Source: an optimization exercise on an open RTL-to-GDS flow (aim: small area, a short achievable clock period and few clock cycles). Production flows keep margins and buffers that such runs may drop.
At most, simulation tests tie the RTL to the original design; equivalence was not proved.

==> inputs of run D <==
## servo_pwm_channel_generator
module servo_pwm_channel_generator
(
    input  logic                             clk,
    input  logic                             rst_n,
    input  logic                             req_valid,
    output logic                             req_ready,
    input  logic [spg_pkg::ACTION_W-1:0]     req_action,
    input  logic [spg_pkg::CH_W-1:0]         req_channel,
    input  logic [spg_pkg::PULSE_W-1:0]      req_pulse_us,
    output logic                             rsp_valid,
    input  logic                             rsp_ready,
    output logic [spg_pkg::FREQ_W-1:0]       rsp_readback_us,
    output logic [spg_pkg::FREQ_W-1:0]       rsp_group_freq_hz,
    output logic [spg_pkg::PIN_W-1:0]        rsp_pin_levels,
    output logic                             rsp_channel_valid,
    input  logic                             cfg_valid,
    output logic                             cfg_ready,
    input  logic [spg_pkg::REG_IDX_W-1:0]    cfg_index,
    input  logic [spg_pkg::CFG_DATA_W-1:0]   cfg_data
);
==> module spg_core, before the edit <==
module spg_core
(
    input  logic                                          clk,
    input  logic                                          rst_n,
    input  logic                                          accept,
    input  logic                                          rsp_take,
    input  logic [spg_pkg::ACTION_W-1:0]                  req_action,
    input  logic [spg_pkg::CH_W-1:0]                      req_channel,
    input  logic [spg_pkg::PULSE_W-1:0]                   req_pulse_us,
    input  logic [spg_pkg::CLAMP_W-1:0]                   min_pulse,
    input  logic [spg_pkg::CLAMP_W-1:0]                   max_pulse,
    input  logic [spg_pkg::PIN_W-1:0]                     pin_enable,
    input  logic [spg_pkg::GROUP_COUNT-1:0][spg_pkg::TOP_W-1:0]  top,
    input  logic [spg_pkg::GROUP_COUNT-1:0][spg_pkg::FREQ_W-1:0] freq_rb,
    output logic                                          out_valid,
    output logic                                          out_chan_valid,
    output logic [1:0]                                    out_grp,
    output logic [spg_pkg::FREQ_W-1:0]                    rsp_readback_us,
    output logic [spg_pkg::FREQ_W-1:0]                    rsp_group_freq_hz,
    output logic [spg_pkg::PIN_W-1:0]                     rsp_pin_levels,
    output logic                                          rsp_channel_valid
);
    logic [spg_pkg::CHANNEL_COUNT-1:0][spg_pkg::FREQ_W-1:0] cmp_reg;
    logic [spg_pkg::GROUP_COUNT-1:0][spg_pkg::TOP_W-1:0]    cnt_reg;
    logic                        out_valid_reg;
    logic [spg_pkg::FREQ_W-1:0]  out_readback_reg;
    logic [spg_pkg::FREQ_W-1:0]  readback;
    logic                        out_chan_valid_reg;
    logic [1:0]                  out_grp_reg;
    logic                        chan_valid;
    logic [spg_pkg::CLAMP_W-1:0] clamped;
    assign chan_valid = (req_channel < spg_pkg::CH_W'(spg_pkg::CHANNEL_COUNT));
    always_comb
    begin
        if (!spg_pkg::le16_tree(req_pulse_us, spg_pkg::PULSE_W'(max_pulse)))
        begin
            clamped = max_pulse;
        end
        else if (!spg_pkg::le16_tree(spg_pkg::PULSE_W'(min_pulse), req_pulse_us))
        begin
            clamped = min_pulse;
        end
        else
        begin
            clamped = req_pulse_us[spg_pkg::CLAMP_W-1:0];
        end
    end
    logic [spg_pkg::CHANNEL_COUNT-1:0]                    cmp_we;
    logic [spg_pkg::FREQ_W-1:0]                           cmp_wd;
    logic                                                 cnt_we;
    logic [spg_pkg::GROUP_COUNT-1:0][spg_pkg::TOP_W-1:0]  cnt_wd;
    always_comb
    begin
        for (int i = 0; i < spg_pkg::CHANNEL_COUNT; i++)
        begin
            cmp_we[i] = !rst_n || (accept && (req_action == spg_pkg::ACT_WRITE)
                                   && (req_channel == spg_pkg::CH_W'(i)));
        end
        cmp_wd = spg_pkg::FREQ_W'(spg_pkg::reset_or(rst_n, spg_pkg::TOP_W'(clamped),
                                                    spg_pkg::TOP_W'({spg_pkg::FREQ_W{1'b1}})));
        cnt_we = !rst_n || (accept && (req_action == spg_pkg::ACT_TICK));
        for (int g = 0; g < spg_pkg::GROUP_COUNT; g++)
        begin
            cnt_wd[g] = spg_pkg::reset_or(rst_n, spg_pkg::le16_block(top[g], cnt_reg[g]) ? '0 : cnt_reg[g] + 1'b1, '0);
        end
    end
    always_ff @(posedge clk)
    begin
        for (int i = 0; i < spg_pkg::CHANNEL_COUNT; i++)
        begin
            if (cmp_we[i])
            begin
                cmp_reg[i] <= cmp_wd;
            end
        end
        if (cnt_we)
        begin
            cnt_reg <= cnt_wd;
        end
    end
    always_ff @(posedge clk or negedge rst_n)
    begin
        if (!rst_n)
        begin
            out_valid_reg <= 1'b0;
        end
        else if (accept)
        begin
            out_valid_reg <= 1'b1;
        end
        else if (rsp_take)
        begin
            out_valid_reg <= 1'b0;
        end
    end
    always_ff @(posedge clk)
    begin
        if (accept)
        begin
            out_readback_reg   <= readback;
            out_grp_reg        <= spg_pkg::grp_of(req_channel);
            out_chan_valid_reg <= chan_valid;
        end
    end
    always_comb
    begin
        rsp_group_freq_hz = out_chan_valid_reg ? freq_rb[out_grp_reg] : '0;
        for (int i = 0; i < spg_pkg::CHANNEL_COUNT; i++)
        begin
            rsp_pin_levels[i] = pin_enable[i]
                && spg_pkg::le16_tree(cnt_reg[spg_pkg::grp_of(spg_pkg::CH_W'(i))],
                                 {cmp_reg[i], cmp_reg[i][spg_pkg::FREQ_W-1]});
        end
    end
    always_comb
    begin
        readback = '0;
        for (int i = 0; i < spg_pkg::CHANNEL_COUNT; i++)
        begin
            if ((req_action == spg_pkg::ACT_READ) && (req_channel == spg_pkg::CH_W'(i)))
            begin
                readback = cmp_reg[i];
            end
        end
    end
    assign rsp_readback_us   = out_readback_reg;
    assign rsp_channel_valid = out_chan_valid_reg;
    assign out_valid         = out_valid_reg;
    assign out_chan_valid    = out_chan_valid_reg;
    assign out_grp           = out_grp_reg;
endmodule
Settings: LEC_CHECK=0, CAP_MARGIN=20, CORE_MARGIN=2, CORE_UTILIZATION=50, PLACE_DENSITY=0.65, SETUP_SLACK_MARGIN=3.6, SLEW_MARGIN=20; clock period 7.0 ns.
run.sh (not shown) runs the stock make flow with config.mk's settings and CLKGATE_MAP_FILE= SYNTH_SCRIPT=/design/flow/synth_recipe.tcl, a recipe that flattens the netlist after the stock synthesis.
==> run F (differences from run D) <==
--- a/flow/design.v
+++ b/flow/design.v
@@ -52,53 +52,15 @@
         reset_or = ({TOP_W{run}} & d) | ({TOP_W{!run}} & reset_value);
     endfunction
-    function automatic logic le16_tree(input logic [TOP_W-1:0] a, input logic [TOP_W-1:0] b);
-        logic [15:0] g0;
-        logic [15:0] e0;
-        logic [7:0]  g1;
-        logic [7:0]  e1;
-        logic [3:0]  g2;
-        logic [3:0]  e2;
-        logic [1:0]  g3;
-        logic [1:0]  e3;
-        g0 = a & ~b;
-        e0 = ~(a ^ b);
-        for (int i = 0; i < 8; i++)
-        begin
-            g1[i] = g0[2*i+1] | (e0[2*i+1] & g0[2*i]);
-            e1[i] = e0[2*i+1] & e0[2*i];
-        end
-        for (int i = 0; i < 4; i++)
-        begin
-            g2[i] = g1[2*i+1] | (e1[2*i+1] & g1[2*i]);
-            e2[i] = e1[2*i+1] & e1[2*i];
-        end
-        for (int i = 0; i < 2; i++)
-        begin
-            g3[i] = g2[2*i+1] | (e2[2*i+1] & g2[2*i]);
-            e3[i] = e2[2*i+1] & e2[2*i];
-        end
-        le16_tree = !(g3[1] | (e3[1] & g3[0]));
-    endfunction
-    function automatic logic le16_block(input logic [TOP_W-1:0] a, input logic [TOP_W-1:0] b);
-        logic [3:0] gb;
-        logic [3:0] eb;
-        logic [1:0] g2;
-        logic [1:0] e2;
-        for (int k = 0; k < 4; k++)
-        begin
-            gb[k] = 1'b0;
-            eb[k] = 1'b1;
-            for (int i = 4 * k + 3; i >= 4 * k; i--)
-            begin
-                gb[k] = gb[k] | (eb[k] & a[i] & !b[i]);
-                eb[k] = eb[k] & !(a[i] ^ b[i]);
-            end
-        end
-        for (int i = 0; i < 2; i++)
+    function automatic logic le16(input logic [TOP_W-1:0] a, input logic [TOP_W-1:0] b);
+        logic gt;
+        logic eq;
+        gt = 1'b0;
+        eq = 1'b1;
+        for (int i = TOP_W - 1; i >= 0; i--)
         begin
-            g2[i] = gb[2*i+1] | (eb[2*i+1] & gb[2*i]);
-            e2[i] = eb[2*i+1] & eb[2*i];
+            gt = gt | (eq & a[i] & !b[i]);
+            eq = eq & !(a[i] ^ b[i]);
         end
-        le16_block = !(g2[1] | (e2[1] & g2[0]));
+        le16 = !gt;
     endfunction
     function automatic logic [ZERO_W-1:0] div_zeros(input logic [TOP_W-1:0] d);
@@ -410,9 +372,9 @@
     always_comb
     begin
-        if (!spg_pkg::le16_tree(req_pulse_us, spg_pkg::PULSE_W'(max_pulse)))
+        if (!spg_pkg::le16(req_pulse_us, spg_pkg::PULSE_W'(max_pulse)))
         begin
             clamped = max_pulse;
         end
-        else if (!spg_pkg::le16_tree(spg_pkg::PULSE_W'(min_pulse), req_pulse_us))
+        else if (!spg_pkg::le16(spg_pkg::PULSE_W'(min_pulse), req_pulse_us))
         begin
             clamped = min_pulse;
@@ -439,5 +401,5 @@
         for (int g = 0; g < spg_pkg::GROUP_COUNT; g++)
         begin
-            cnt_wd[g] = spg_pkg::reset_or(rst_n, spg_pkg::le16_block(top[g], cnt_reg[g]) ? '0 : cnt_reg[g] + 1'b1, '0);
+            cnt_wd[g] = spg_pkg::reset_or(rst_n, spg_pkg::le16(top[g], cnt_reg[g]) ? '0 : cnt_reg[g] + 1'b1, '0);
         end
     end
@@ -486,5 +448,5 @@
         begin
             rsp_pin_levels[i] = pin_enable[i]
-                && spg_pkg::le16_tree(cnt_reg[spg_pkg::grp_of(spg_pkg::CH_W'(i))],
+                && spg_pkg::le16(cnt_reg[spg_pkg::grp_of(spg_pkg::CH_W'(i))],
                                  {cmp_reg[i], cmp_reg[i][spg_pkg::FREQ_W-1]});
         end
==> reports/results.ini <==
[synth]
synthSimpleGateAreaFrac = 0.131

[critical_path]
cp_num_cells = 11

[placed_design]
placed_area_mm2 = 0.0289

[sta]
fin_crit_sh = 0.653
worst_slack_ns = 2.43

[finish]
area_delta_synth_final_pct = 20.7
final_core_util = 0.610
nClkBuffers = 60
fin_area_mm2 = 0.0328

[power]
p_switching_mw = 3.35

[run_status]
outcome = timing/DRC/antenna clean

[drt]
met1_length_um = 36700

Source of the figures above: run D

==> reports/results.ini <==
[run_status]
outcome = timing/DRC/antenna clean

[drt]
met1_length_um = 34300

[finish]
nClkBuffers = 56
final_core_util = 0.621
fin_area_mm2 = 0.0312

[sta]
worst_slack_ns = 2.00
fin_crit_sh = 0.714

[power]
p_switching_mw = 3.26

[critical_path]
cp_num_cells = 10

[synth]
synthSimpleGateAreaFrac = 0.141

Source of the figures above: run F

Testbench counts of run F, summed over its fixed seeds: cycles 27,921.
Function not checked in run D: the RTL went through the layout flow alone.

-- afterwards: timing with drivers on the ports --
The flow's constraints put no driver on any port. The routed layouts listed below were extracted and timed again, unchanged, in two steps.
Step 1: set_driving_cell puts a clkbuf_16 on clk and a buf_2 on each other input, an assumption about the parent block.
Step 2 also shifts input and output timing later by t, the mid clock arrival at the registers, as if the neighbouring blocks saw the same clock.
Slacks: no drivers / after step 1 / after step 2; pairs: no drivers / after step 1.
run	shift t [ns]	slack for setup (ns)	worst hold slack (ns)	latest minus earliest clock arrival (ns)
run D	0.667	2.431 / 2.367 / 2.957	0.490 / 0.490 / 0.490	0.025 / 0.025
run F	0.667	2.002 / 1.942 / 2.609	0.468 / 0.468 / 0.468	0.027 / 0.027
After both steps every run listed still meets setup and hold.
